This design comes from an exercise in tuning for small area and a short achievable clock period on the open sky130 flow, not from production work.
Function was checked by simulation only, so behaviour that the tests miss may differ from the original.
Power and IR drop assume default switching activity.

--- flow/run.sh ---
#!/bin/bash
# synth_recipe.tcl (not shown) runs the flow's synth.tcl, then flattens the netlist and writes it again
# the make line also repeats each setting of config.mk as NAME=value (left out here)
make -C /OpenROAD-flow-scripts/flow DESIGN_CONFIG=/design/flow/config.mk WORK_HOME=/design/flow/orfs CLKGATE_MAP_FILE= SYNTH_SCRIPT=/design/flow/synth_recipe.tcl finish
--- flow/config.mk ---
export PLATFORM = sky130hd
export DESIGN_NAME = rwm_core
export DESIGN_NICKNAME = rwm_core
export VERILOG_FILES = /design/flow/design.v
export SDC_FILE = /design/flow/constraint.sdc
export NUM_CORES = 4
export LEC_CHECK = 0
export CAP_MARGIN = 20
export CORE_MARGIN = 2
export CORE_UTILIZATION = 60
export CTS_CLUSTER_DIAMETER = 150
export CTS_CLUSTER_SIZE = 20
export SETUP_SLACK_MARGIN = 2.8
export SLEW_MARGIN = 20
export TNS_END_PERCENT = 20
--- flow/constraint.sdc ---
create_clock -name core_clock -period 5.5 [get_ports {afi_clk}]
set_input_delay 1.1000 -clock core_clock [delete_from_list [all_inputs] [get_ports {afi_clk}]]
set_output_delay 1.1000 -clock core_clock [all_outputs]
set_load 0.01 [all_outputs]
--- flow/design.v ---
package rwm_isa_pkg;
	localparam int INST_WIDTH = 20;
	localparam int INST_RET_BIT = 19;
	localparam int INST_RNW_BIT = 18;
	localparam int INST_JUMP_BIT = 15;
	localparam int INST_LOOP_SEL_BIT = 13;
	localparam int INST_AC_LSB = 7;
	localparam int INST_DO_LSB = 3;
	localparam int INST_DM_LSB = 0;
	localparam int NUM_LOOPS = 2;
	localparam int PC_BITS = 7;
	localparam int AC_ADDR_BITS = 6;
	localparam int LOOP_CNT_BITS = 8;
	localparam int CMD_CODE_BITS = 4;
	typedef logic [INST_WIDTH-1:0] inst_t;
	typedef logic [PC_BITS-1:0] pc_t;
	typedef logic [AC_ADDR_BITS-1:0] ac_addr_t;
	typedef logic [LOOP_CNT_BITS-1:0] loop_cnt_t;
	typedef logic [CMD_CODE_BITS-1:0] cmd_code_t;
	typedef logic [31:0] host_data_t;
	typedef logic [11:0] host_addr_t;
	localparam int CMD_CODE_LSB = 8;
	localparam cmd_code_t CMD_RUN = 4'd0;
	localparam cmd_code_t CMD_LOAD_CNTR = 4'd2;
	localparam cmd_code_t CMD_LOAD_JUMP = 4'd3;
	localparam cmd_code_t CMD_CLEAR_ERR = 4'd4;
	localparam cmd_code_t CMD_SET_CS_MASK = 4'd5;
	localparam cmd_code_t CMD_WRITE_INST = 4'd6;
	localparam cmd_code_t CMD_WRITE_AC = 4'd7;
	localparam int SI_WIDTH = 16;
	typedef logic [SI_WIDTH-1:0] sinst_t;
	localparam int SI_RET = 15;
	localparam int SI_RNW = 14;
	localparam int SI_JM_LSB = 10;
	localparam int SI_AC_LSB = 4;
	localparam int SI_DO_LSB = 0;
	function automatic sinst_t si_encode(input inst_t w);
		logic [1:0] j;
		j = w[INST_JUMP_BIT] ? (w[INST_LOOP_SEL_BIT] ? 2'b10 : 2'b01) : 2'b00;
		si_encode[SI_RET] = w[INST_RET_BIT];
		si_encode[SI_RNW] = w[INST_RNW_BIT];
		si_encode[SI_JM_LSB +: 4] = w[2] ? {2'b11, j} : {j, w[1:0]};
		si_encode[SI_AC_LSB +: 6] = w[INST_AC_LSB +: 6];
		si_encode[SI_DO_LSB +: 4] = w[INST_DO_LSB +: 4];
	endfunction
	function automatic logic [1:0] si_jfield(input sinst_t s);
		si_jfield = (s[SI_JM_LSB+3] && s[SI_JM_LSB+2]) ? s[SI_JM_LSB +: 2] : s[SI_JM_LSB+2 +: 2];
	endfunction
	function automatic logic [3:0] si_dm(input sinst_t s);
		logic m4;
		logic [1:0] m;
		m4 = s[SI_JM_LSB+3] && s[SI_JM_LSB+2];
		m = s[SI_JM_LSB +: 2];
		si_dm[0] = m4 || m[1] || m[0];
		si_dm[1] = m4 || m[1];
		si_dm[2] = m4 || (m[1] && m[0]);
		si_dm[3] = m4;
	endfunction
	localparam int ADDR_LOOPBACK_BIT = 7;
	localparam host_addr_t ADDR_STATUS_ERR = 12'd0;
	localparam host_addr_t ADDR_STATUS_PC = 12'd1;
	typedef enum logic [1:0] {
		IDLE,
		RUNNING,
		READING,
		DONE
	} cmd_state_t;
endpackage
package rwm_phy_pkg;
	localparam int AFI_RATIO = 2;
	localparam int DQ_WIDTH = 8;
	localparam int WORDS = 2 * AFI_RATIO;
	localparam int AC_BUS_WIDTH = 24;
	localparam int CS_BITS = AFI_RATIO;
	localparam int NUM_RANKS = 2;
	localparam int CHK_QUEUE_DEPTH = 4;
	localparam int AC_WORD_BITS = AC_BUS_WIDTH + CS_BITS;
	localparam int DM_CODE_BITS = 3;
	typedef logic [WORDS*DQ_WIDTH-1:0] wdata_t;
	typedef logic [WORDS-1:0] dm_t;
	typedef logic [DQ_WIDTH-1:0] err_word_t;
	typedef logic [AC_BUS_WIDTH-1:0] ac_bus_t;
	typedef logic [AC_WORD_BITS-1:0] ac_word_t;
	typedef logic [NUM_RANKS-1:0] cs_mask_t;
	typedef logic [CS_BITS*NUM_RANKS-1:0] cs_bus_t;
	typedef logic [WORDS-1:0] do_code_t;
	typedef logic [DM_CODE_BITS-1:0] dm_code_t;
	function automatic wdata_t do_pattern(input do_code_t code);
		for (int w = 0; w < WORDS; w++) begin
			do_pattern[w*DQ_WIDTH +: DQ_WIDTH] = {DQ_WIDTH{code[w]}};
		end
	endfunction
	function automatic dm_t dm_pattern(input dm_code_t code);
		for (int w = 0; w < WORDS; w++) begin
			dm_pattern[w] = (code > w);
		end
	endfunction
endpackage
`timescale 1ns/100ps
module rwm_host_frontend (
	input  logic                     afi_clk,
	input  logic                     afi_reset_n,
	input  rwm_isa_pkg::host_addr_t  host_addr_i,
	input  rwm_isa_pkg::host_data_t  host_wdata_i,
	input  logic                     cmd_write_i,
	input  logic                     cmd_read_i,
	input  logic                     ret_seen_i,
	input  rwm_isa_pkg::pc_t         pc_next_i,
	input  rwm_phy_pkg::err_word_t   err_next_i,
	input  logic [1:0]               phase_i,
	output logic                     cmd_done_o,
	output rwm_isa_pkg::host_data_t  host_rdata_o,
	output logic                     running_o,
	output logic                     run_start_o,
	output logic                     cntr_load_o,
	output logic                     jump_load_o,
	output logic                     inst_wr_o,
	output logic                     inst_we_o,
	output logic                     ac_we_o,
	output logic                     inst_keep_o,
	output logic                     ac_keep_o,
	output logic [11:0]              pa_o,
	output logic [25:0]              pd_o,
	output rwm_phy_pkg::cs_mask_t    cs_mask_o,
	output logic                     clear_err_o,
	output logic                     loopback_o
);
	logic cmd_write_r;
	logic cmd_read_r;
	logic st_run;
	logic st_read;
	logic st_done;
	logic idle;
	logic accept;
	logic w1, w2;
	logic [11:0] pa;
	logic [25:0] pd;
	logic [3:0] code;
	logic [7:0] rdata_q;
	logic acc_next;
	logic [3:0] code_next;
	logic s_run, s_cntr, s_jump, s_clear, s_cs, s_inst;
	logic st_run_next;
	logic st_read_next;
	logic st_done_next;
	logic done_q;
	logic idle_next;
	logic busy_next;
	logic [11:0] pa_next;
	logic pa_hold;
	logic wr_slot_next;
	logic inst_we_q;
	logic ac_we_q;
	logic inst_keep_q;
	logic ac_keep_q;
	always_ff @(posedge afi_clk or negedge afi_reset_n) begin
		if (!afi_reset_n) begin
			cmd_write_r <= 1'b0;
			cmd_read_r <= 1'b0;
		end else begin
			cmd_write_r <= cmd_write_i;
			cmd_read_r <= cmd_read_i;
		end
	end
	assign code = pa[11:8];
	assign pa_hold = (accept || w1 || w2) && !acc_next;
	assign pa_next = pa_hold ? pa : host_addr_i;
	always_ff @(posedge afi_clk) begin
		w1 <= accept;
		w2 <= w1;
		pa <= pa_next;
		if (!pa_hold) begin
			pd <= host_wdata_i[25:0];
		end
	end
	assign idle_next = idle ? (!accept && !cmd_read_i) : (st_done && !cmd_write_r && !cmd_read_r);
	assign acc_next = cmd_write_i && idle_next;
	assign code_next = pa_next[11:8];
	assign busy_next = acc_next || accept || w1 || w2;
	assign wr_slot_next = busy_next && (pa_next[1:0] == ~(phase_i + 2'd1));
	always_ff @(posedge afi_clk) begin
		inst_we_q <= wr_slot_next && (pa_next[11:8] == rwm_isa_pkg::CMD_WRITE_INST);
		ac_we_q <= wr_slot_next && (pa_next[11:8] == rwm_isa_pkg::CMD_WRITE_AC);
		inst_keep_q <= !(wr_slot_next && (pa_next[11:8] == rwm_isa_pkg::CMD_WRITE_INST));
		ac_keep_q <= !(wr_slot_next && (pa_next[11:8] == rwm_isa_pkg::CMD_WRITE_AC));
	end
	assign inst_we_o = inst_we_q;
	assign ac_we_o = ac_we_q;
	assign inst_keep_o = inst_keep_q;
	assign ac_keep_o = ac_keep_q;
	assign run_start_o = s_run;
	assign cntr_load_o = s_cntr;
	assign jump_load_o = s_jump;
	assign clear_err_o = s_clear;
	assign inst_wr_o = s_inst;
	always_comb begin
		st_run_next = st_run;
		st_read_next = st_read;
		st_done_next = st_done;
		if (idle) begin
			st_run_next = run_start_o;
			st_read_next = !run_start_o && cmd_read_i;
			st_done_next = !run_start_o && !cmd_read_i && accept;
		end else if (st_run) begin
			st_run_next = !ret_seen_i;
			st_done_next = ret_seen_i;
		end else if (st_read) begin
			st_read_next = 1'b0;
			st_done_next = 1'b1;
		end else if (!cmd_write_r && !cmd_read_r) begin
			st_done_next = 1'b0;
		end
	end
	always_ff @(posedge afi_clk or negedge afi_reset_n) begin
		if (!afi_reset_n) begin
			st_run <= 1'b0;
			st_read <= 1'b0;
			st_done <= 1'b0;
			idle <= 1'b1;
			accept <= 1'b0;
			s_run <= 1'b0;
			s_cntr <= 1'b0;
			s_jump <= 1'b0;
			s_clear <= 1'b0;
			s_cs <= 1'b0;
			s_inst <= 1'b0;
			cs_mask_o <= '0;
			loopback_o <= 1'b0;
		end else begin
			st_run <= st_run_next;
			st_read <= st_read_next;
			st_done <= st_done_next;
			idle <= idle_next;
			accept <= acc_next;
			s_run <= acc_next && (code_next == rwm_isa_pkg::CMD_RUN);
			s_cntr <= acc_next && (code_next == rwm_isa_pkg::CMD_LOAD_CNTR);
			s_jump <= acc_next && (code_next == rwm_isa_pkg::CMD_LOAD_JUMP);
			s_clear <= acc_next && (code_next == rwm_isa_pkg::CMD_CLEAR_ERR);
			s_cs <= acc_next && (code_next == rwm_isa_pkg::CMD_SET_CS_MASK);
			s_inst <= acc_next && (code_next == rwm_isa_pkg::CMD_WRITE_INST);
			if (s_cs) begin
				cs_mask_o <= pd[1:0];
			end
			if (run_start_o) begin
				loopback_o <= pa[rwm_isa_pkg::ADDR_LOOPBACK_BIT];
			end
		end
	end
	always_ff @(posedge afi_clk) begin
		if (host_addr_i == rwm_isa_pkg::ADDR_STATUS_ERR) begin
			rdata_q <= err_next_i;
		end else if (host_addr_i == rwm_isa_pkg::ADDR_STATUS_PC) begin
			rdata_q <= {1'b0, pc_next_i};
		end else begin
			rdata_q <= '0;
		end
	end
	assign host_rdata_o = {24'd0, rdata_q};
	always_ff @(posedge afi_clk) begin
		done_q <= st_done_next;
	end
	assign cmd_done_o = done_q;
	assign running_o = st_run;
	assign pa_o = pa;
	assign pd_o = pd;
endmodule
`timescale 1ns/100ps
module rwm_sequencer (
	input  logic                    afi_clk,
	input  logic                    afi_reset_n,
	input  logic                    running_i,
	input  logic                    run_start_i,
	input  logic                    cntr_load_i,
	input  logic                    jump_load_i,
	input  logic                    inst_wr_i,
	input  logic                    inst_we_i,
	input  logic                    inst_keep_i,
	input  logic [11:0]             pa_i,
	input  logic [25:0]             pd_i,
	input  rwm_isa_pkg::pc_t        host_fa_i,
	output rwm_isa_pkg::sinst_t     op_o,
	output logic [3:0]              ac_hi_o,
	output logic [3:0]              ac_mid_o,
	output logic                    ret_seen_o,
	output rwm_isa_pkg::pc_t        pc_next_o,
	output logic [1:0]              phase_o
);
	localparam int NR = 32;
	localparam int W = rwm_isa_pkg::SI_WIDTH;
	function automatic logic [31:0] onehot32(input logic [4:0] a);
		for (int i = 0; i < 32; i++) onehot32[i] = (a == i);
	endfunction
	function automatic logic [15:0] onehot16(input logic [3:0] a);
		for (int i = 0; i < 16; i++) onehot16[i] = (a == i);
	endfunction
	function automatic logic [3:0] onehot4(input logic [1:0] a);
		for (int i = 0; i < 4; i++) onehot4[i] = (a == i);
	endfunction
	logic [1:0] phase;
	logic [1:0] phase1;
	logic [NR*W-1:0] place_bus [4];
	rwm_isa_pkg::sinst_t wr_word;
	rwm_isa_pkg::sinst_t mem_rd;
	rwm_isa_pkg::pc_t fa_q;
	logic [NR-1:0] fa_ring_q;
	logic [3:0] fa_place_q;
	rwm_isa_pkg::pc_t pc_q;
	rwm_isa_pkg::sinst_t op_q;
	logic [3:0] ac_hi_q;
	logic [3:0] ac_mid_q;
	rwm_isa_pkg::sinst_t inst_lp [2];
	logic lp_flag [2];
	logic lp_grab [2];
	rwm_isa_pkg::pc_t loop_ptr [2];
	rwm_isa_pkg::loop_cnt_t loop_init [2];
	rwm_isa_pkg::loop_cnt_t loop_cnt [2];
	logic loop_nz [2];
	logic op_ret;
	logic op_jump;
	logic loop_sel;
	logic jump_taken;
	logic [1:0] jf;
	rwm_isa_pkg::pc_t jmp_fa [2];
	logic [NR-1:0] host_ring, seq_ring;
	logic [NR-1:0] jmp_ring [2];
	logic [3:0] host_place, seq_place;
	logic [3:0] jmp_place [2];
	always_ff @(posedge afi_clk) begin
		phase <= phase + 2'd1;
	end
	assign phase1 = phase + 2'd1;
	assign wr_word = rwm_isa_pkg::si_encode(pd_i[rwm_isa_pkg::INST_WIDTH-1:0]);
	for (genvar k = 0; k < NR; k++) begin : g_ring
		rwm_isa_pkg::sinst_t r0, r1, r2, r3;
		logic wsel, keep;
		assign wsel = inst_we_i && (pa_i[6:2] == k);
		assign keep = inst_keep_i || (pa_i[6:2] != k);
		always_ff @(posedge afi_clk) begin
			r0 <= ({W{keep}} & r3) | ({W{wsel}} & wr_word);
			r1 <= r0;
			r2 <= r1;
			r3 <= r2;
		end
		assign place_bus[0][k*W +: W] = r0;
		assign place_bus[1][k*W +: W] = r1;
		assign place_bus[2][k*W +: W] = r2;
		assign place_bus[3][k*W +: W] = r3;
	end
	rwm_isa_pkg::sinst_t place_rd [4];
	always_comb begin
		mem_rd = '0;
		for (int p = 0; p < 4; p++) begin
			place_rd[p] = '0;
			for (int k = 0; k < NR; k++) begin
				place_rd[p] = place_rd[p] | ({W{fa_ring_q[k]}} & place_bus[p][k*W +: W]);
			end
			mem_rd = mem_rd | ({W{fa_place_q[p]}} & place_rd[p]);
		end
	end
	assign jf = rwm_isa_pkg::si_jfield(op_q);
	assign loop_sel = jf[1];
	assign op_ret = running_i && op_q[rwm_isa_pkg::SI_RET];
	assign op_jump = running_i && (jf != 2'b00);
	assign jump_taken = op_jump && loop_nz[loop_sel];
	always_comb begin
		if (run_start_i) begin
			pc_next_o = pd_i[rwm_isa_pkg::PC_BITS-1:0];
		end else if (jump_taken) begin
			pc_next_o = loop_ptr[loop_sel];
		end else if (running_i && !op_ret) begin
			pc_next_o = fa_q;
		end else begin
			pc_next_o = pc_q;
		end
	end
	always_comb begin
		host_ring = onehot32(host_fa_i[6:2]);
		host_place = onehot4(host_fa_i[1:0] + phase1);
		for (int l = 0; l < 2; l++) begin
			jmp_fa[l] = loop_ptr[l] + 1'b1;
			jmp_ring[l] = onehot32(jmp_fa[l][6:2]);
			jmp_place[l] = onehot4(jmp_fa[l][1:0] + phase1);
		end
		seq_ring = (fa_q[1:0] == 2'd3) ? {fa_ring_q[NR-2:0], fa_ring_q[NR-1]} : fa_ring_q;
		seq_place = {fa_place_q[1:0], fa_place_q[3:2]};
	end
	always_ff @(posedge afi_clk) begin
		if (jump_taken) begin
			op_q <= inst_lp[loop_sel];
			ac_hi_q <= onehot4(inst_lp[loop_sel][rwm_isa_pkg::SI_AC_LSB+4 +: 2]);
			ac_mid_q <= onehot4(inst_lp[loop_sel][rwm_isa_pkg::SI_AC_LSB+2 +: 2]);
		end else begin
			op_q <= mem_rd;
			ac_hi_q <= onehot4(mem_rd[rwm_isa_pkg::SI_AC_LSB+4 +: 2]);
			ac_mid_q <= onehot4(mem_rd[rwm_isa_pkg::SI_AC_LSB+2 +: 2]);
		end
		if (run_start_i || (running_i && !op_ret)) begin
			if (jump_taken) begin
				fa_q <= jmp_fa[loop_sel];
				fa_ring_q <= jmp_ring[loop_sel];
				fa_place_q <= jmp_place[loop_sel];
			end else begin
				fa_q <= fa_q + 1'b1;
				fa_ring_q <= seq_ring;
				fa_place_q <= seq_place;
			end
		end else begin
			fa_q <= host_fa_i;
			fa_ring_q <= host_ring;
			fa_place_q <= host_place;
		end
		for (int l = 0; l < 2; l++) begin
			if (inst_wr_i && (pa_i[rwm_isa_pkg::PC_BITS-1:0] == loop_ptr[l])) begin
				inst_lp[l] <= wr_word;
			end else if (lp_grab[l]) begin
				inst_lp[l] <= op_q;
			end else if (lp_flag[l] && (phase == 2'd0)) begin
				inst_lp[l] <= place_bus[0][W-1:0];
			end
		end
	end
	always_ff @(posedge afi_clk or negedge afi_reset_n) begin
		if (!afi_reset_n) begin
			pc_q <= '0;
			for (int l = 0; l < 2; l++) begin
				loop_ptr[l] <= '0;
				loop_init[l] <= '0;
				loop_cnt[l] <= '0;
				loop_nz[l] <= 1'b0;
				lp_flag[l] <= 1'b1;
				lp_grab[l] <= 1'b0;
			end
		end else begin
			pc_q <= pc_next_o;
			for (int l = 0; l < 2; l++) begin
				if (cntr_load_i && (pa_i[0] == l[0])) begin
					loop_init[l] <= pd_i[rwm_isa_pkg::LOOP_CNT_BITS-1:0];
					loop_cnt[l] <= pd_i[rwm_isa_pkg::LOOP_CNT_BITS-1:0];
					loop_nz[l] <= (pd_i[rwm_isa_pkg::LOOP_CNT_BITS-1:0] != '0);
				end else if (op_jump && (loop_sel == l[0])) begin
					loop_cnt[l] <= jump_taken ? loop_cnt[l] - 1'b1 : loop_init[l];
					loop_nz[l] <= jump_taken ? (loop_cnt[l] != 8'd1) : (loop_init[l] != '0);
				end
				lp_grab[l] <= jump_load_i && (pa_i[0] == l[0]);
				if (jump_load_i && (pa_i[0] == l[0])) begin
					loop_ptr[l] <= pd_i[rwm_isa_pkg::PC_BITS-1:0];
					lp_flag[l] <= 1'b0;
				end
			end
		end
	end
	assign op_o = op_q;
	assign ac_hi_o = ac_hi_q;
	assign ac_mid_o = ac_mid_q;
	assign ret_seen_o = op_ret;
	assign phase_o = phase;
endmodule
`timescale 1ns/100ps
module rwm_pattern_gen (
	input  logic                    afi_clk,
	input  logic                    afi_reset_n,
	input  logic                    op_valid_i,
	input  rwm_isa_pkg::sinst_t     op_i,
	input  logic                    ac_we_i,
	input  logic                    ac_keep_i,
	input  logic [3:0]              ac_hi_i,
	input  logic [3:0]              ac_mid_i,
	input  logic [1:0]              phase_i,
	input  logic [11:0]             pa_i,
	input  logic [25:0]             pd_i,
	input  rwm_phy_pkg::cs_mask_t   cs_mask_i,
	output rwm_phy_pkg::wdata_t     afi_wdata_o,
	output rwm_phy_pkg::dm_t        afi_dm_o,
	output rwm_phy_pkg::ac_bus_t    ac_bus_o,
	output rwm_phy_pkg::cs_bus_t    cs_bus_o,
	output logic                    wr_beat_o,
	output rwm_phy_pkg::wdata_t     lb_data_o
);
	localparam int NR = 16;
	logic [NR*rwm_phy_pkg::AC_WORD_BITS-1:0] place_bus [4];
	rwm_phy_pkg::ac_word_t ac_word;
	rwm_phy_pkg::cs_bus_t cs_next;
	rwm_phy_pkg::do_code_t lb_code;
	for (genvar k = 0; k < NR; k++) begin : g_ring
		rwm_phy_pkg::ac_word_t r0, r1, r2, r3;
		logic wsel, keep;
		assign wsel = ac_we_i && (pa_i[5:2] == k);
		assign keep = ac_keep_i || (pa_i[5:2] != k);
		always_ff @(posedge afi_clk) begin
			r0 <= ({rwm_phy_pkg::AC_WORD_BITS{keep}} & r3) |
				({rwm_phy_pkg::AC_WORD_BITS{wsel}} & pd_i[rwm_phy_pkg::AC_WORD_BITS-1:0]);
			r1 <= r0;
			r2 <= r1;
			r3 <= r2;
		end
		assign place_bus[0][k*rwm_phy_pkg::AC_WORD_BITS +: rwm_phy_pkg::AC_WORD_BITS] = r0;
		assign place_bus[1][k*rwm_phy_pkg::AC_WORD_BITS +: rwm_phy_pkg::AC_WORD_BITS] = r1;
		assign place_bus[2][k*rwm_phy_pkg::AC_WORD_BITS +: rwm_phy_pkg::AC_WORD_BITS] = r2;
		assign place_bus[3][k*rwm_phy_pkg::AC_WORD_BITS +: rwm_phy_pkg::AC_WORD_BITS] = r3;
	end
	rwm_phy_pkg::ac_word_t place_rd [4];
	logic [NR-1:0] ac_ring;
	logic [1:0] ac_place;
	always_comb begin
		for (int k = 0; k < NR; k++) ac_ring[k] = ac_hi_i[k/4] && ac_mid_i[k%4];
		ac_place = op_i[rwm_isa_pkg::SI_AC_LSB +: 2] + phase_i;
		ac_word = '0;
		for (int p = 0; p < 4; p++) begin
			place_rd[p] = '0;
			for (int k = 0; k < NR; k++) begin
				place_rd[p] = place_rd[p] | ({rwm_phy_pkg::AC_WORD_BITS{ac_ring[k]}} &
					place_bus[p][k*rwm_phy_pkg::AC_WORD_BITS +: rwm_phy_pkg::AC_WORD_BITS]);
			end
			ac_word = ac_word | ({rwm_phy_pkg::AC_WORD_BITS{ac_place == p}} & place_rd[p]);
		end
	end
	always_comb begin
		for (int p = 0; p < rwm_phy_pkg::CS_BITS; p++) begin
			for (int r = 0; r < rwm_phy_pkg::NUM_RANKS; r++) begin
				cs_next[p*rwm_phy_pkg::NUM_RANKS + r] = ac_word[rwm_phy_pkg::AC_BUS_WIDTH + p] | cs_mask_i[r];
			end
		end
	end
	always_ff @(posedge afi_clk) begin
		cs_bus_o <= op_valid_i ? cs_next : '1;
		wr_beat_o <= op_valid_i && op_i[rwm_isa_pkg::SI_RNW];
		lb_code <= (op_valid_i && op_i[rwm_isa_pkg::SI_RNW]) ? op_i[rwm_isa_pkg::SI_DO_LSB +: rwm_phy_pkg::WORDS] : '0;
	end
	assign lb_data_o = rwm_phy_pkg::do_pattern(lb_code);
	always_ff @(posedge afi_clk) begin
		if (op_valid_i) begin
			afi_wdata_o <= rwm_phy_pkg::do_pattern(op_i[rwm_isa_pkg::SI_DO_LSB +: rwm_phy_pkg::WORDS]);
			afi_dm_o <= rwm_isa_pkg::si_dm(op_i);
			ac_bus_o <= ac_word[rwm_phy_pkg::AC_BUS_WIDTH-1:0];
		end else begin
			afi_wdata_o <= '0;
			afi_dm_o <= '0;
			ac_bus_o <= '0;
		end
	end
endmodule
`timescale 1ns/100ps
module rwm_read_checker (
	input  logic                    afi_clk,
	input  logic                    afi_reset_n,
	input  logic                    op_valid_i,
	input  rwm_isa_pkg::sinst_t     op_i,
	input  rwm_phy_pkg::wdata_t     rdata_i,
	input  logic                    rdata_valid_i,
	input  logic                    clear_err_i,
	output rwm_phy_pkg::err_word_t  err_word_o,
	output rwm_phy_pkg::err_word_t  err_next_o
);
	rwm_phy_pkg::do_code_t code_q [rwm_phy_pkg::CHK_QUEUE_DEPTH];
	logic [$clog2(rwm_phy_pkg::CHK_QUEUE_DEPTH)-1:0] wr_ptr;
	logic [$clog2(rwm_phy_pkg::CHK_QUEUE_DEPTH)-1:0] rd_ptr;
	logic [$clog2(rwm_phy_pkg::CHK_QUEUE_DEPTH):0] count;
	logic push;
	logic pop;
	rwm_phy_pkg::wdata_t expected;
	rwm_phy_pkg::wdata_t diff;
	rwm_phy_pkg::err_word_t mismatch;
	rwm_phy_pkg::err_word_t err_q;
	assign push = op_valid_i && op_i[rwm_isa_pkg::SI_RNW] &&
		(count != rwm_phy_pkg::CHK_QUEUE_DEPTH);
	assign pop = rdata_valid_i && (count != '0);
	assign expected = rwm_phy_pkg::do_pattern(code_q[rd_ptr]);
	assign diff = rdata_i ^ expected;
	always_comb begin
		mismatch = '0;
		for (int b = 0; b < rwm_phy_pkg::DQ_WIDTH; b++) begin
			for (int w = 0; w < rwm_phy_pkg::WORDS; w++) begin
				mismatch[b] |= diff[w*rwm_phy_pkg::DQ_WIDTH + b];
			end
		end
	end
	always_ff @(posedge afi_clk) begin
		if (push) begin
			code_q[wr_ptr] <= op_i[rwm_isa_pkg::SI_DO_LSB +: rwm_phy_pkg::WORDS];
		end
	end
	always_ff @(posedge afi_clk or negedge afi_reset_n) begin
		if (!afi_reset_n) begin
			wr_ptr <= '0;
			rd_ptr <= '0;
			count <= '0;
			err_q <= '0;
		end else if (clear_err_i) begin
			wr_ptr <= '0;
			rd_ptr <= '0;
			count <= '0;
			err_q <= '0;
		end else begin
			if (push) begin
				wr_ptr <= wr_ptr + 1'b1;
			end
			if (pop) begin
				rd_ptr <= rd_ptr + 1'b1;
				err_q <= err_q | mismatch;
			end
			case ({push, pop})
				2'b10: count <= count + 1'b1;
				2'b01: count <= count - 1'b1;
				default: count <= count;
			endcase
		end
	end
	assign err_word_o = err_q;
	always_comb begin
		if (clear_err_i) begin
			err_next_o = '0;
		end else if (pop) begin
			err_next_o = err_q | mismatch;
		end else begin
			err_next_o = err_q;
		end
	end
endmodule
`timescale 1ns/100ps
module rwm_core (
	input  logic                     afi_clk,
	input  logic                     afi_reset_n,
	input  rwm_isa_pkg::host_addr_t  host_addr_i,
	input  rwm_isa_pkg::host_data_t  host_wdata_i,
	input  logic                     cmd_write_i,
	input  logic                     cmd_read_i,
	input  rwm_phy_pkg::wdata_t      afi_rdata_i,
	input  logic                     afi_rdata_valid_i,
	output rwm_isa_pkg::host_data_t  host_rdata_o,
	output logic                     cmd_done_o,
	output rwm_phy_pkg::wdata_t      afi_wdata_o,
	output rwm_phy_pkg::dm_t         afi_dm_o,
	output rwm_phy_pkg::ac_bus_t     ac_bus_o,
	output rwm_phy_pkg::cs_bus_t     cs_bus_o
);
	logic running;
	logic run_start;
	logic cntr_load;
	logic jump_load;
	logic inst_wr;
	logic inst_we;
	logic ac_we;
	logic inst_keep;
	logic ac_keep;
	logic [3:0] ac_hi;
	logic [3:0] ac_mid;
	logic [11:0] pa;
	logic [25:0] pd;
	rwm_phy_pkg::cs_mask_t cs_mask;
	logic clear_err;
	logic loopback;
	logic ret_seen;
	rwm_isa_pkg::pc_t pc_next;
	rwm_phy_pkg::err_word_t err_word;
	rwm_phy_pkg::err_word_t err_next;
	rwm_isa_pkg::sinst_t op;
	logic [1:0] phase;
	rwm_phy_pkg::wdata_t wdata;
	logic wr_beat;
	rwm_phy_pkg::wdata_t lb_data;
	rwm_phy_pkg::wdata_t chk_rdata;
	logic chk_valid;
	rwm_host_frontend u_frontend (
		.afi_clk(afi_clk), .afi_reset_n(afi_reset_n),
		.host_addr_i(host_addr_i), .host_wdata_i(host_wdata_i),
		.cmd_write_i(cmd_write_i), .cmd_read_i(cmd_read_i),
		.ret_seen_i(ret_seen), .pc_next_i(pc_next), .err_next_i(err_next), .phase_i(phase),
		.cmd_done_o(cmd_done_o), .host_rdata_o(host_rdata_o),
		.running_o(running), .run_start_o(run_start),
		.cntr_load_o(cntr_load), .jump_load_o(jump_load),
		.inst_wr_o(inst_wr), .inst_we_o(inst_we), .ac_we_o(ac_we),
		.inst_keep_o(inst_keep), .ac_keep_o(ac_keep),
		.pa_o(pa), .pd_o(pd),
		.cs_mask_o(cs_mask), .clear_err_o(clear_err), .loopback_o(loopback)
	);
	rwm_sequencer u_sequencer (
		.afi_clk(afi_clk), .afi_reset_n(afi_reset_n),
		.running_i(running), .run_start_i(run_start),
		.cntr_load_i(cntr_load), .jump_load_i(jump_load),
		.inst_wr_i(inst_wr), .inst_we_i(inst_we), .inst_keep_i(inst_keep),
		.pa_i(pa), .pd_i(pd), .host_fa_i(host_wdata_i[rwm_isa_pkg::PC_BITS-1:0]),
		.op_o(op), .ac_hi_o(ac_hi), .ac_mid_o(ac_mid), .ret_seen_o(ret_seen), .pc_next_o(pc_next), .phase_o(phase)
	);
	rwm_pattern_gen u_pattern_gen (
		.afi_clk(afi_clk), .afi_reset_n(afi_reset_n),
		.op_valid_i(running), .op_i(op),
		.ac_we_i(ac_we), .ac_keep_i(ac_keep), .ac_hi_i(ac_hi), .ac_mid_i(ac_mid), .phase_i(phase),
		.pa_i(pa), .pd_i(pd),
		.cs_mask_i(cs_mask), .afi_wdata_o(wdata), .afi_dm_o(afi_dm_o),
		.ac_bus_o(ac_bus_o), .cs_bus_o(cs_bus_o), .wr_beat_o(wr_beat),
		.lb_data_o(lb_data)
	);
	assign chk_rdata = loopback ? lb_data : afi_rdata_i;
	assign chk_valid = loopback ? wr_beat : afi_rdata_valid_i;
	rwm_read_checker u_read_checker (
		.afi_clk(afi_clk), .afi_reset_n(afi_reset_n),
		.op_valid_i(running), .op_i(op),
		.rdata_i(chk_rdata), .rdata_valid_i(chk_valid),
		.clear_err_i(clear_err), .err_word_o(err_word), .err_next_o(err_next)
	);
	assign afi_wdata_o = wdata;
endmodule
==> results of run 1 <==
==> flip-flops by register name (all words and copies together) (netlist names), 8 cells and up <==
name	count
u_pattern_gen.g_ring.r2	416
u_pattern_gen.g_ring.r0	416
u_sequencer.loop_init	16
u_frontend.rdata_q	8
u_sequencer.g_ring.r2	512
u_read_checker.code_q	16
u_pattern_gen.ac_bus_o	24
u_read_checker.err_q	8
u_sequencer.g_ring.r1	512
u_frontend.pa	12
u_sequencer.op_q	16
u_sequencer.loop_cnt	16
u_sequencer.g_ring.r3	512
u_sequencer.loop_ptr	14
u_pattern_gen.g_ring.r3	416
u_sequencer.inst_lp	32
u_pattern_gen.g_ring.r1	416
u_sequencer.fa_ring_q	32
u_sequencer.g_ring.r0	512
u_frontend.pd	26
==> synthesized netlist by cell type (45+ instances only) <==
| cell type | count | area [sq um] |
|---|---|---|
| a21oi_1 | 78 | 390 |
| a221oi_1 | 349 | 3060 |
| a22o_1 | 1163 | 10200 |
| a22oi_1 | 1134 | 8510 |
| a31oi_1 | 84 | 526 |
| and2_1 | 45 | 282 |
| and3_1 | 92 | 576 |
| buf_1 | 197 | 739 |
| buf_2 | 59 | 295 |
| buf_4 | 52 | 390 |
| clkbuf_1 | 542 | 2030 |
| dfrtp_1 | 87 | 2180 |
| dfxtp_1 | 3811 | 76300 |
| edfxtp_1 | 112 | 3360 |
| mux2i_1 | 48 | 480 |
| nand2_1 | 424 | 1590 |
| nand3_1 | 144 | 721 |
| nand4_1 | 219 | 1370 |
| nor2_1 | 119 | 447 |
| o21ai_0 | 186 | 931 |
| o41ai_1 | 64 | 561 |
==> power by group through the flow <==
stage	combinational (mW)	sequential (mW)	clock (mW)
6_report	2.21	29.7	16.6
4_1_cts	2.06	29.7	16.5
2_1_floorplan	1.17	30.2	0
3_5_place_dp	1.84	30.4	0
5_1_grt	2.23	29.8	17.6
3_3_place_gp	1.82	30.4	0
==> through the flow <==
stage               setup slack [ps]  power, mW  cell area, sq um  util [%]
floorplan                       2770       31.4            119000         -
global placement                1850       32.2            122000      62.0
detailed placement              1870       32.3            122000      62.1
CTS                             2570       48.2            130000      66.2
global route                    2660       49.6            132000      66.7
finish                          2590       48.5            132000      66.7
==> repair_timing <==
action / CTS / global route
endpoints found under the hold margin: 0 / 0
setup endpoints to repair: 716 / 342
setup buffers: 63 / 30
pin swaps: 30 / 35
gates resized for setup: 265 / 115
cloned: 46 / 13
==> per-layer routing <==
metal  vias up  GRT usage (%)  wire length (um)
met5         -              0               370
met4        40           26.4             33000
met3      1983           16.0             74100
met2      8268           62.5            193000
met1     44800           62.4            185000
li1      35600              -                 -
==> kinds of logic (layout without fill, tap and decap cells) <==
kind of cell	after synthesis	in the layout	synth area share [%]
buffers and inverters	889	796	3.05
flip-flops	4013	4013	68.9
XOR/XNOR	77	77	0.567
other	1	74	0.00315
multiplexers	83	83	0.795
adder cells (fa/ha/maj)	17	17	0.185
AND/OR/NAND/NOR	1192	1221	5.01
AO/OA/AOI/OAI	3231	3231	21.5
==> worst paths after layout <==
kind | endpoint | slack, ps | cells past startpoint
min | u_sequencer.loop_init[1][2]$_DFFE_PN0P_ | 210 | 1
min in group core_clock | u_pattern_gen.g_ring[1].r1[23]$_DFF_P_ | 330 | 0
max in group asynchronous | u_sequencer.pc_q[5]$_DFF_PN0_ | 4280 | 2
min reg2reg | u_pattern_gen.g_ring[1].r1[23]$_DFF_P_ | 330 | 0
max reg2reg | u_sequencer.g_ring[10].r0[9]$_DFF_P_ | 2590 | 4
max | u_sequencer.g_ring[10].r0[9]$_DFF_P_ | 2590 | 4
==> final cells by class <==
class	instances	area, sq um	area share (%)
Antenna cell	50	125	0.0950
Clock buffer	257	5710	4.34
Clock inverter	8	96.3	0.0732
Inverter	37	151	0.115
Multi-Input combinational cell	4653	34700	26.3
Sequential cell	4013	82000	62.3
Tap cell	2640	3300	2.51
Timing Repair Buffer	494	5600	4.26
==> flow_metrics.tcl, run 1 <==
set metrics [dict create \
    startpoint "u_frontend.pa[6]$_DFFE_PN_" \
    antenna_left 0 \
    cts-root-buf "clkbuf_16" \
    power.switching_mw 11.2 \
    worst_slew_pin_slew_ps 1300 \
    clkSinkCount 4013 \
    grt_max_degree 66 \
    die_w_um 449 \
    synthFlopType "dfxtp_1" \
    synth_warnings 18 \
    via_count 90700 \
    cp_max_fo 16 \
    grt_overflow_total 0 \
    groute.usage.overall_pct 45.7 \
    ir_worst_vdd_mv 0.390 \
    tns_ps 0 \
    wl_per_cell_um 39.9 \
    required_ps 6300 \
    finalCriticalPeriod_ps 2910 \
    fmax_mhz 343 \
    grt_pass1_vias 84700 \
    timing.rr.start "u_frontend.pa[6]$_DFFE_PN_" \
    drv_slew 0 \
    syn_area_sq_um 119000 \
    hold_class "in2async" \
    die_h_um 449 \
    cts_made_buffers 218 \
    max-cap-violations 0 \
    routed_wl_um 485000 \
    slowest_delay_ps 740 \
    layout-drive-gt1-share_pct 9.37 \
    final_common_cell "dfxtp_1" \
    powerDensity_nw_per_um2 369 \
    synth_cell_type_count 77 \
    dpl.hpwl_um 264000 \
    crit_arrival_ps 3710 \
    antenna_found_initial 41 \
    drt_iter0_drc 16900 \
    drc 0 \
    end_kind "register" \
    status "complete, no violations" \
    dieArea_sq_um 202000 \
    relSlewSlack_pct 12.8 \
    clkSlewWorstSetupHoldPaths_ps 90 \
    area_delta_synth_final_pct 10.7 \
    hold_viol 0 \
    p_leak_nw 49.2 \
    worstSetupStartpointType "register" \
    path_buf_inv 1 \
    layout_common_cells "dfxtp_1, a22o_1, a22oi_1, nand2_1, a221oi_1" \
    syn-instance-count 9503 \
    crit_slowest_cell "nand2_1" \
    async_flop_share_pct 2.24 \
    fin_crit_sh_pct 53.0 \
    cp_top_family "simple AND/OR/NAND/NOR gates" \
    fillers 14700 \
    p_sw_share_pct 23.1 \
    seq_area_frac_synth_pct 68.9 \
    cts_tree "built" \
    hold_ws_ps 207 \
    rows 163 \
    p_comb_share_pct 4.5 \
    power_frac_clock_pct 34.2 \
    synth_enable_flop_cells 112 \
    portBuffers 147 \
    ctsHoldBuffers 0 \
    vias_per_cell 7.46 \
    postSynthAreaPerCell_sq_um 12.5 \
    p_seq_share_pct 61.2 \
    ys_seq_elements 4013 \
    io_pins 178 \
    fin_nets 9515 \
    clk_latency_ps 920 \
    dp.cells 11700 \
    path_class "reg2reg" \
    start_util_pct 60.3 \
    cp_cell_sequence "nor2_2 > nand2_1 > buf_4 > a22o_1" \
    p_int_mw 37.3 \
    instances_no_fill 12200 \
    htreeDepth 4 \
    grt_pass1_wl_um 653000 \
    skew_ps 30.3 \
    drt_first_pass_iters 10 \
    rsz0062_at_grt "true" \
    coreArea_sq_um 197000 \
    clock_path_buffers 3 \
    gp_congestion 0.971 \
    setup_viol 0 \
]
==> run 2: changes to the inputs <==
--- a/flow/config.mk
+++ b/flow/config.mk
@@ -10,6 +10,5 @@
 export CORE_UTILIZATION = 60
 export CTS_CLUSTER_DIAMETER = 150
 export CTS_CLUSTER_SIZE = 20
-export SETUP_SLACK_MARGIN = 2.8
+export SETUP_SLACK_MARGIN = 2.9
 export SLEW_MARGIN = 20
-export TNS_END_PERCENT = 20
==> run 2 against run 1 <==
Compared with the run above: total power rose by 0.42%; non-clock buffer count up 121; clock skew is 3.2 ps higher; register-to-register slack improved by 20 ps; wire length increased by 2.6%; global-route usage rose by 1.2 points; die area unchanged; fmax rose by 0.68%; clock power barely moved; largest power group unchanged; highest routed layer unchanged.
==> flow_metrics.tcl, run 2 <==
set metrics [dict create \
    io_pins 178 \
    path_class "reg2reg" \
    ctsHoldBuffers 0 \
    hold_ws_ps 194 \
    drc 0 \
    slowest_delay_ps 650 \
    max-cap-violations 0 \
    crit_slowest_cell "nand4_1" \
    synth_cell_type_count 77 \
    grt_max_degree 66 \
    grt_pass1_wl_um 668000 \
    gp_congestion 0.971 \
    synth_top_family_by_area "compound AO/OA/AOI/OAI gates" \
    syn_area_sq_um 119000 \
    p_sw_share_pct 23.3 \
    rsz0062_at_grt "true" \
    clkSinkCount 4013 \
    synth_mux_area_share_pct 0.795 \
    cp_max_fo 32 \
    path_buf_inv 2 \
    end_kind "register" \
    dpl.hpwl_um 264000 \
    fin_crit_sh_pct 52.6 \
    layout_common_cells "dfxtp_1, a22o_1, a22oi_1, nand2_1, a221oi_1" \
    final_common_cell "dfxtp_1" \
    setup_slack_ps 2600 \
    dp.cells 11700 \
    rows 163 \
    area_delta_synth_final_pct 12.7 \
    die_w_um 449 \
    synth_warnings 18 \
    cp_cell_sequence "buf_12 > buf_16 > a22oi_1 > nand4_1 > o41ai_2 > nand4_1 > o21a_1" \
    drv_slew 0 \
    dpl_worst_slack_ps 1870 \
    syn-instance-count 9503 \
    post-route-util_pct 68.0 \
    synthFlopType "dfxtp_1" \
    yosysMostFrequentCell "dfxtp_1" \
    via_count 92500 \
    cts-root-buf "clkbuf_16" \
    clkSlewWorstSetupHoldPaths_ps 90 \
    htreeDepth 4 \
    worst_slew_pin_slew_ps 1250 \
    die_h_um 449 \
    ys_top_cells_by_area "dfxtp_1, a22o_1, a22oi_1" \
    seq_area_frac_synth_pct 68.9 \
    p_comb_share_pct 4.9 \
    synthTopCellsByCount "dfxtp_1, a22o_1, a22oi_1" \
    groute.usage.overall_pct 46.9 \
    layout-drive-gt1-share_pct 12.8 \
    powerDensity_nw_per_um2 364 \
    ys_seq_elements 4013 \
    synthAdderAreaFrac_pct 0.185 \
    tns_ps 0 \
    portBuffers 147 \
    clk_latency_ps 930 \
    synth_enable_flop_cells 112 \
    vias_per_cell 7.54 \
    worstSetupStartpointType "register" \
    synth_compound_area_share_pct 21.5 \
    crit_arrival_ps 3720 \
    grt_pass1_vias 85600 \
    hold_viol 0 \
    instances_no_fill 12300 \
    dieArea_sq_um 202000 \
    cts_tree "built" \
    p_int_mw 37.4 \
    ir_worst_vdd_mv 0.398 \
    clock_path_buffers 3 \
    p_seq_share_pct 61.0 \
    synth_xor_area_share_pct 0.567 \
    hold_class "in2async" \
    antenna_left 0 \
    status "complete, no violations" \
    antenna_found_initial 44 \
    start_util_pct 60.3 \
    fin_nets 9639 \
    routed_wl_um 498000 \
    cp_top_family "compound AO/OA/AOI/OAI gates" \
    drt_first_pass_iters 13 \
    grt_overflow_total 0 \
    crit_top_cell "nand4_1" \
    postSynthAreaPerCell_sq_um 12.5 \
    setup_viol 0 \
    fmax_mhz 345 \
    power.switching_mw 11.3 \
    coreArea_sq_um 197000 \
    async_flop_share_pct 2.24 \
    skew_ps 33.5 \
    p_leak_nw 49.9 \
    synthSimpleGateAreaFrac_pct 5.01 \
    required_ps 6320 \
    netlist.area_leader.share_pct 64.1 \
    finalCriticalPeriod_ps 2900 \
    cts_made_buffers 218 \
    relSlewSlack_pct 16.4 \
    power_frac_clock_pct 34.1 \
    wl_per_cell_um 40.6 \
    yosysTopAreaCell "dfxtp_1" \
    drt_iter0_drc 16600 \
]
==> run 2: cell counts after synthesis <==
Identical to the previous run, type by type.
==> run 2: worst reg2reg max path, stage by stage, from the launching register on <==
cell and delay (ps):
edfxtp_1 430, buf_12 240, buf_16 240, a22oi_1 270, nand4_1 180, o41ai_2 390
nand4_1 650, o21a_1 390
==> run 2: final cells by class <==
type,instances,area [sq um]
timing repair inverter,1,11.3
multi-input combinational,4655,35600
antenna,47,118
clock buffer,257,5710
fill,14400,63100
timing repair buffer,615,7110
inverter,37,170
sequential,4013,82000
tap,2640,3300
clock inverter,8,96.3
==> run 2: cells by family after synthesis <==
group / Yosys count
xor gates and xnor gates: 77
buffers and inverters: 889
muxes: 83
AOI/OAI and AO/OA: 3231
adders and majority gates: 17
and+or+nand+nor: 1192
other: 1
DFF: 4013
==> run 2: worst paths after layout <==
path	start	endpoint	slack, ps	cells past startpoint
worst max-delay path	u_sequencer.fa_ring_q[8]$_DFFE_PP_	u_sequencer.op_q[5]$_DFF_P_	2600	7
worst min-delay path	afi_reset_n	u_sequencer.loop_init[1][2]$_DFFE_PN0P_	190	1
worst max register to register	u_sequencer.fa_ring_q[8]$_DFFE_PP_	u_sequencer.op_q[5]$_DFF_P_	2600	7
worst min register to register	u_sequencer.g_ring[26].r1[10]$_DFF_P_	u_sequencer.g_ring[26].r2[10]$_DFF_P_	330	0
max in group asynchronous	afi_reset_n	u_sequencer.loop_ptr[0][0]$_DFFE_PN0P_	4270	2
min in group core_clock	u_sequencer.g_ring[26].r1[10]$_DFF_P_	u_sequencer.g_ring[26].r2[10]$_DFF_P_	330	0
==> run 2: repair_timing <==
item / CTS / global route
setup endpoints to repair: 886 / 320
pin swaps: 69 / 112
cloned: 64 / 11
buffers inserted: 142 / 60
gates resized for setup: 613 / 207
==> run 2: per-layer routing <==
metal	global-route usage, %	routed length [um]
met1	63.0	186000
met2	63.6	194000
met3	18.8	80500
met5	1.07	772
met4	26.8	36400
==> run 2: power by group through the flow <==
stage / logic, mW / registers, mW / clock network, mW
after floorplan: 1.17 / 30.2 / 0
after global placement: 1.82 / 30.4 / 0
after detailed placement: 1.84 / 30.4 / 0
after CTS: 2.16 / 29.7 / 16.5
after global routing: 2.41 / 29.8 / 17.6
final: 2.40 / 29.7 / 16.6
==> run 2: metrics by stage <==
stage	instance area (sq um)	total power, mW
6_report	134000	48.7
5_1_grt	134000	49.7
4_1_cts	132000	48.3
3_5_place_dp	122000	32.3
3_3_place_gp	122000	32.2
2_1_floorplan	119000	31.4
==> run 3: changes to the inputs <==
--- a/flow/config.mk
+++ b/flow/config.mk
@@ -9,6 +9,6 @@
 export CORE_MARGIN = 2
 export CORE_UTILIZATION = 60
 export CTS_CLUSTER_DIAMETER = 150
-export CTS_CLUSTER_SIZE = 20
+export CTS_CLUSTER_SIZE = 24
 export SETUP_SLACK_MARGIN = 2.9
 export SLEW_MARGIN = 20
==> run 3 against run 2 <==
Compared with the run above: still clean; wire length is 0.77% lower; design area down 0.81%; sequential share of layout area increased by 0.50 points; clock-buffer cell count is 31 lower; sequential power about the same; first-iteration DRC count is 0.18% lower; highest routed layer unchanged.
==> flow_metrics.tcl, run 3 <==
set metrics [dict create \
    die_w_um 449 \
    synth_enable_flop_cells 112 \
    status "complete, no violations" \
    worst_slew_pin_slew_ps 1200 \
    gp_congestion 0.971 \
    layout-drive-gt1-share_pct 11.8 \
    grt_pass1_wl_um 664000 \
    synthTopCellsByCount "dfxtp_1, a22o_1, a22oi_1" \
    drt_first_pass_iters 17 \
    p_leak_nw 49.4 \
    async_flop_share_pct 2.24 \
    postSynthAreaPerCell_sq_um 12.5 \
    grt_overflow_total 0 \
    grt_max_degree 66 \
    coreArea_sq_um 197000 \
    grt_pass1_vias 85000 \
    startpoint "u_sequencer.fa_ring_q[18]$_DFFE_PP_" \
    ctsHoldBuffers 0 \
    seq_area_frac_synth_pct 68.9 \
    syn-instance-count 9503 \
    hold_viol 0 \
    dpl.hpwl_um 264000 \
    yosysTopAreaCell "dfxtp_1" \
    fin_crit_sh_pct 53.6 \
    instances_no_fill 12200 \
    r2r_slack_ps 2550 \
    antenna_left 0 \
    synth_cell_type_count 77 \
    cts-root-buf "clkbuf_16" \
    cts_made_buffers 185 \
    hold_ws_ps 251 \
    rsz0062_at_grt "true" \
    antenna_found_initial 46 \
    fillers 14600 \
    rows 163 \
    ir_worst_vdd_mv 0.376 \
    finalCriticalPeriod_ps 2950 \
    seqCellArea_sq_um 82000 \
    skew_ps 40.7 \
    max-cap-violations 0 \
    path_class "reg2reg" \
    start_util_pct 60.3 \
    dp.cells 11700 \
    ys_top_cells_by_area "dfxtp_1, a22o_1, a22oi_1" \
    tns_ps 0 \
    multi_input_area_sq_um 35400 \
    worstSetupStartpointType "register" \
    crit_arrival_ps 3710 \
    groute.usage.overall_pct 46.6 \
    final_common_cell "dfxtp_1" \
    relSlewSlack_pct 20.0 \
    area_delta_synth_final_pct 11.8 \
    cts_tree "built" \
    via_count 91400 \
    powerDensity_nw_per_um2 358 \
    required_ps 6260 \
    drv_slew 0 \
    wl_per_cell_um 40.5 \
    die_h_um 449 \
    clkSinkCount 4013 \
    synthFlopType "dfxtp_1" \
    netlist.area_leader.share_pct 64.1 \
    dieArea_sq_um 202000 \
    ys_seq_elements 4013 \
    cp_max_fo 22 \
    yosysMostFrequentCell "dfxtp_1" \
    htreeDepth 4 \
    end_kind "register" \
    routed_wl_um 494000 \
    vias_per_cell 7.49 \
    drc 0 \
    setup_viol 0 \
    fin_nets 9579 \
    layout_common_cells "dfxtp_1, a22o_1, a22oi_1, nand2_1, a221oi_1" \
    portBuffers 147 \
    timing.rr.start "u_sequencer.fa_ring_q[18]$_DFFE_PP_" \
    synth_warnings 18 \
    post-route-util_pct 67.4 \
    io_pins 178 \
    fmax_mhz 339 \
    clk_latency_ps 900 \
    drt_iter0_drc 16500 \
    clock_path_buffers 3 \
    syn_area_sq_um 119000 \
    clkSlewWorstSetupHoldPaths_ps 110 \
    hold_class "in2async" \
]
run 3: cell counts after synthesis:
Identical to the previous run, type by type.
run 3: what timing repair did:
action	in CTS	in global routing
pin swaps	67	103
setup endpoints to repair	866	359
buffers inserted	133	39
gates resized for setup	541	198
cloned	66	13
run 3: final cells by class:
type | count | share of cell area, %
clock buffer | 226 | 3.72
inverter | 37 | 0.128
clock inverter | 6 | 0.0781
timing repair inverter | 1 | 0.00847
antenna | 43 | 0.0809
timing repair buffer | 588 | 5.20
multi-input combinational | 4655 | 26.6
sequential | 4013 | 61.7
tap | 2640 | 2.48
run 3: layer usage:
metal | vias up | routed length, um | track usage, %
met2 | 8581 | 195000 | 62.9
met3 | 2038 | 79200 | 18.8
li1 | 35700 | - | -
met5 | - | 306 | 0
met1 | 45100 | 184000 | 62.7
met4 | 30 | 34900 | 27.4
run 3: path summary, 6_finish.rpt:
check,end,cells after the start
max,u_sequencer.op_q[5]$_DFF_P_,7
min,u_sequencer.loop_init[1][0]$_DFFE_PN0P_,1
max reg2reg,u_sequencer.op_q[5]$_DFF_P_,7
min reg2reg,u_sequencer.g_ring[23].r1[9]$_DFF_P_,0
max in group asynchronous,u_sequencer.loop_ptr[0][1]$_DFFE_PN0P_,2
min in group core_clock,u_sequencer.g_ring[23].r1[9]$_DFF_P_,0
run 3: worst max-delay path: stages (launching register included):
cell	delay [ps]
edfxtp_1	440
buf_12	200
buf_16	240
a22oi_2	200
nand4_1	180
o41ai_2	400
nand4_1	650
o21a_1	410
run 3: cells by family (layout without fill, tap and decap cells):
family                   Yosys count  after routing  share of synthesized area [%]
AO/OA/AOI/OAI                   3231           3231                           21.5
adder cells (fa/ha/maj)           17             17                          0.185
buffers and inverters            889            858                           3.05
other                              1             67                        0.00315
AND/OR/NAND/NOR                 1192           1223                           5.01
XOR/XNOR                          77             77                          0.567
multiplexers                      83             83                          0.795
flip-flops                      4013           4013                           68.9
run 3: stage by stage:
stage          setup slack [ps]  cell area (sq um)  power, mW
2_1_floorplan              2770             119000       31.4
3_3_place_gp               1850             122000       32.2
3_5_place_dp               1870             122000       32.3
4_1_cts                    2820             131000       47.2
5_1_grt                    2700             133000       48.6
6_report                   2550             133000       47.6
run 3: where the power goes:
| group | internal, mW | leakage [nW] | total [mW] | switching (mW) |
|---|---|---|---|---|
| registers | 29.4 | 33.0 | 29.7 | 0.314 |
| logic | 0.702 | 13.9 | 2.38 | 1.68 |
| clock network | 6.38 | 2.46 | 15.5 | 9.10 |
==> run 4: changes to the inputs <==
--- a/flow/design.v
+++ b/flow/design.v
@@ -304,6 +304,10 @@
 	rwm_isa_pkg::pc_t fa_q;
 	logic [NR-1:0] fa_ring_q;
 	logic [3:0] fa_place_q;
+	logic [4*NR-1:0] fa_sel_q;
+	rwm_isa_pkg::pc_t fa_next;
+	logic [NR-1:0] ring_next;
+	logic [3:0] place_next;
 	rwm_isa_pkg::pc_t pc_q;
 	rwm_isa_pkg::sinst_t op_q;
 	logic [3:0] ac_hi_q;
@@ -346,15 +350,12 @@
 		assign place_bus[2][k*W +: W] = r2;
 		assign place_bus[3][k*W +: W] = r3;
 	end
-	rwm_isa_pkg::sinst_t place_rd [4];
 	always_comb begin
 		mem_rd = '0;
 		for (int p = 0; p < 4; p++) begin
-			place_rd[p] = '0;
 			for (int k = 0; k < NR; k++) begin
-				place_rd[p] = place_rd[p] | ({W{fa_ring_q[k]}} & place_bus[p][k*W +: W]);
+				mem_rd = mem_rd | ({W{fa_sel_q[k*4+p]}} & place_bus[p][k*W +: W]);
 			end
-			mem_rd = mem_rd | ({W{fa_place_q[p]}} & place_rd[p]);
 		end
 	end
 	assign jf = rwm_isa_pkg::si_jfield(op_q);
@@ -383,6 +384,21 @@
 		end
 		seq_ring = (fa_q[1:0] == 2'd3) ? {fa_ring_q[NR-2:0], fa_ring_q[NR-1]} : fa_ring_q;
 		seq_place = {fa_place_q[1:0], fa_place_q[3:2]};
+		if (run_start_i || (running_i && !op_ret)) begin
+			if (jump_taken) begin
+				fa_next = jmp_fa[loop_sel];
+				ring_next = jmp_ring[loop_sel];
+				place_next = jmp_place[loop_sel];
+			end else begin
+				fa_next = fa_q + 1'b1;
+				ring_next = seq_ring;
+				place_next = seq_place;
+			end
+		end else begin
+			fa_next = host_fa_i;
+			ring_next = host_ring;
+			place_next = host_place;
+		end
 	end
 	always_ff @(posedge afi_clk) begin
 		if (jump_taken) begin
@@ -394,20 +410,11 @@
 			ac_hi_q <= onehot4(mem_rd[rwm_isa_pkg::SI_AC_LSB+4 +: 2]);
 			ac_mid_q <= onehot4(mem_rd[rwm_isa_pkg::SI_AC_LSB+2 +: 2]);
 		end
-		if (run_start_i || (running_i && !op_ret)) begin
-			if (jump_taken) begin
-				fa_q <= jmp_fa[loop_sel];
-				fa_ring_q <= jmp_ring[loop_sel];
-				fa_place_q <= jmp_place[loop_sel];
-			end else begin
-				fa_q <= fa_q + 1'b1;
-				fa_ring_q <= seq_ring;
-				fa_place_q <= seq_place;
-			end
-		end else begin
-			fa_q <= host_fa_i;
-			fa_ring_q <= host_ring;
-			fa_place_q <= host_place;
+		fa_q <= fa_next;
+		fa_ring_q <= ring_next;
+		fa_place_q <= place_next;
+		for (int k = 0; k < NR; k++) begin
+			for (int p = 0; p < 4; p++) fa_sel_q[k*4+p] <= ring_next[k] && place_next[p];
 		end
 		for (int l = 0; l < 2; l++) begin
 			if (inst_wr_i && (pa_i[rwm_isa_pkg::PC_BITS-1:0] == loop_ptr[l])) begin
--- a/flow/config.mk
+++ b/flow/config.mk
@@ -9,6 +9,6 @@
 export CORE_MARGIN = 2
 export CORE_UTILIZATION = 60
 export CTS_CLUSTER_DIAMETER = 150
-export CTS_CLUSTER_SIZE = 24
-export SETUP_SLACK_MARGIN = 2.9
+export CTS_CLUSTER_SIZE = 20
+export SETUP_SLACK_MARGIN = 2.8
 export SLEW_MARGIN = 20
==> run 4 against run 3 <==
Compared with the run above: the layout now fails its checks (antenna violations); setup slack got worse by 26 ps; global-route usage increased by 7.8 points; core utilization decreased by 0.057 points; wire length increased by 19%; critical endpoint is now u_sequencer.g_ring[29].r0[5]$_DFF_P_; highest routed layer unchanged.
==> flow_metrics.tcl, run 4 <==
set metrics [dict create \
    status "complete, but fails checks" \
    violations "antenna violations" \
    netlist.area_leader.share_pct 64.9 \
    cp_max_fo 12 \
    dpl_worst_slack_ps 1740 \
    portBuffers 147 \
    timing.rr.start "u_frontend.pa[3]$_DFFE_PN_" \
    ys_seq_elements 4141 \
    fin_crit_sh_pct 54.1 \
    grt_max_degree 57 \
    clock_path_buffers 3 \
    yosysTopAreaCell "dfxtp_1" \
    drv_slew 0 \
    postSynthAreaPerCell_sq_um 12.5 \
    required_ps 6410 \
    synthFlopType "dfxtp_1" \
    vias_per_cell 8.06 \
    synth_mux_area_share_pct 0.926 \
    rows 165 \
    gp_congestion 1.06 \
    synth_compound_area_share_pct 21.3 \
    final_common_cell "dfxtp_1" \
    wl_per_cell_um 46.8 \
    synth_warnings 17 \
    via_count 102000 \
    slowest_delay_ps 1000 \
    cp_top_family "simple AND/OR/NAND/NOR gates" \
    relSlewSlack_pct 18.7 \
    clkSinkCount 4141 \
    routed_wl_um 590000 \
    synthSimpleGateAreaFrac_pct 5.15 \
    fin_nets 9831 \
    async_flop_share_pct 2.17 \
    synthTopCellsByCount "dfxtp_1, a22o_1, clkbuf_1" \
    fillers 15000 \
    synth_enable_flop_cells 80 \
    clkSlewWorstSetupHoldPaths_ps 90 \
    finalCriticalPeriod_ps 2970 \
    syn_area_sq_um 122000 \
    tns_ps 0 \
    max-cap-violations 0 \
    setup_viol 0 \
    end_kind "register" \
    synth_top_family_by_area "compound AO/OA/AOI/OAI gates" \
    place_area_sq_um 126000 \
    grt_pass1_wl_um 772000 \
    synthAdderAreaFrac_pct 0.180 \
    setup_slack_ps 2530 \
    post-route-util_pct 67.4 \
    crit_arrival_ps 3880 \
    htreeDepth 4 \
    die_h_um 456 \
    groute.usage.overall_pct 54.5 \
    coreArea_sq_um 203000 \
    crit_slowest_cell "nor2_4" \
    cts-root-buf "clkbuf_16" \
    drt_first_pass_iters 11 \
    ir_worst_vdd_mv 0.396 \
    rsz0062_at_grt "true" \
    layout_common_cells "dfxtp_1, a22o_1, a22oi_1, a221oi_1, nand2_1" \
    grt_overflow_total 0 \
    synth_cell_type_count 85 \
    syn-instance-count 9771 \
    worstSetupStartpointType "register" \
    synth_xor_area_share_pct 0.515 \
    final_area_sq_um 136000 \
    seq_area_frac_synth_pct 68.7 \
    antenna_found_initial 90 \
    io_pins 178 \
    clk_latency_ps 980 \
    cp_cell_sequence "buf_12 > nor2b_1 > nand3_1 > nor2_4 > a22o_1" \
    dpl.hpwl_um 338000 \
    r2r_slack_ps 2530 \
    worst_slew_pin_slew_ps 1220 \
    r2r-end "u_sequencer.g_ring[29].r0[5]$_DFF_P_" \
    cts_made_buffers 225 \
    p_leak_nw 50.8 \
    worst_r2r_path_depth 5 \
    hold_viol 0 \
    powerDensity_nw_per_um2 366 \
    dieArea_sq_um 208000 \
    drt_iter0_drc 20600 \
    ys_top_cells_by_area "dfxtp_1, a22o_1, a221oi_1" \
    ctsHoldBuffers 0 \
    area_delta_synth_final_pct 11.4 \
    drc 0 \
    hold_class "in2async" \
    fmax_mhz 336 \
    start_util_pct 60.5 \
    die_w_um 456 \
    grt_pass1_vias 90600 \
    cts_tree "built" \
    skew_ps 82.7 \
    path_buf_inv 1 \
    yosysMostFrequentCell "dfxtp_1" \
    layout-drive-gt1-share_pct 11.2 \
    path_class "reg2reg" \
    antenna_left 4 \
]
run 4: cell types whose count changed after synthesis, moves of 32 or more:
cell      delta
nor2_1      +85
clkbuf_1   +114
dfxtp_1    +160
o41ai_1     -64
nand2_1     -36
edfxtp_1    -32
nand3_1     -88
buf_1       -98
nor3_1      +71
a31oi_1     +34
a22o_1     +251
a22oi_1    -518
o221ai_1    -32
a221oi_1   +250
run 4: cells by family (layout without fill, tap and decap cells):
family | count (synthesis) | in the layout
AOI/OAI and AO/OA | 3231 | 3232
xor gates and xnor gates | 72 | 72
adders and majority gates | 17 | 17
buffers and inverters | 943 | 901
DFF | 4141 | 4141
muxes | 105 | 105
other | 1 | 190
and+or+nand+nor | 1261 | 1289
run 4: worst reg2reg max path: cells and delay by family (launching register included):
family | cells | cell delay (ps)
simple gates | 3 | 2050
buf+inv | 1 | 170
compound gates | 1 | 330
flops | 1 | 430
run 4: how the worst max path moves through the flow:
stage	endpoint	start	depth (start not counted)	slack (ps)
final	u_sequencer.g_ring[29].r0[5]$_DFF_P_	u_frontend.pa[3]$_DFFE_PN_	5	2530
after global routing	u_sequencer.g_ring[10].r0[14]$_DFF_P_	u_frontend.pa[2]$_DFFE_PN_	6	2770
after CTS	u_sequencer.ac_hi_q[2]$_DFF_P_	u_sequencer.fa_sel_q[113]$_DFF_P_	8	2770
after detailed placement	u_sequencer.fa_sel_q[62]$_DFF_P_	host_wdata_i[0]	8	1740
after global placement	u_sequencer.fa_sel_q[38]$_DFF_P_	host_wdata_i[0]	8	1720
after floorplan	u_frontend.ac_keep_q$_DFF_P_	cmd_read_i	8	2840
run 4: repair_timing:
item                       CTS  global route
pin swaps                   31            46
setup endpoints to repair  981           432
setup buffers               59            59
cloned                      25             5
resized for setup          363           190
run 4: report_power, final:
group          switching [mW]  leakage, nW  internal (mW)
combinational            1.34         13.8          0.516
sequential              0.304         34.0           30.3
clock                    10.0         2.96           7.44
total                    11.6         50.8           38.3
run 4: per-stage QoR:
stage	instances	hold WS [ps]	total power, mW
after CTS	12400	164	49.4
after detailed placement	12000	336	32.9
final	12600	169	49.9
after global routing	12500	216	50.7
after global placement	12000	332	32.9
after floorplan	9794	330	32.1
run 4: area by class of cell:
class                           count  area, sq um  share of cell area, %
Inverter                           53          215                  0.158
Clock buffer                      259         5760                   4.22
Multi-Input combinational cell   4739        36200                   26.5
Clock inverter                     16          343                  0.251
Tap cell                         2672         3340                   2.45
Timing Repair Buffer              573         5850                   4.28
Antenna cell                      166          415                  0.304
Sequential cell                  4141        84400                   61.8
run 4: per-layer routing:
layer  GRT usage, %  vias to the layer above  wire [um]
met5           4.36                        -       1060
met4           44.1                       40      65300
met3           28.2                     3957      95700
met2           73.7                    11700     232000
met1           63.7                    49300     196000
li1               -                    36700          -

## afterwards: timing with drivers on the ports
How much do the figures lean on ideal ports? The routed layouts below were timed once more, with nothing changed but the port constraints.
Step 1 sets driving cells, clkbuf_16 on the clock port and buf_2 on the other inputs (assumed; they add their load-dependent delay and slew).
Step 2 times the ports against the registers' clock, not the clock port: input delays grow and output delays shrink by t, the midpoint of the rising clock arrivals with the driver on.
Three values: ideal ports, drivers, drivers and shift; two values: the first two.
run | shift t [ns] | setup slack, ns | clock arrival spread, ns
run 1 | 0.995 | 2.585 / 2.585 / 1.893 | 0.035 / 0.035
run 2 | 1.011 | 2.605 / 2.605 / 1.989 | 0.043 / 0.044
run 3 | 0.959 | 2.552 / 2.552 / 1.931 | 0.052 / 0.051
run 4 | 1.042 | 2.526 / 2.526 / 1.876 | 0.090 / 0.089
For run 1, which loses most, drivers alone change the setup slack by 0.000 ns; drivers and shift together by -0.692 ns.
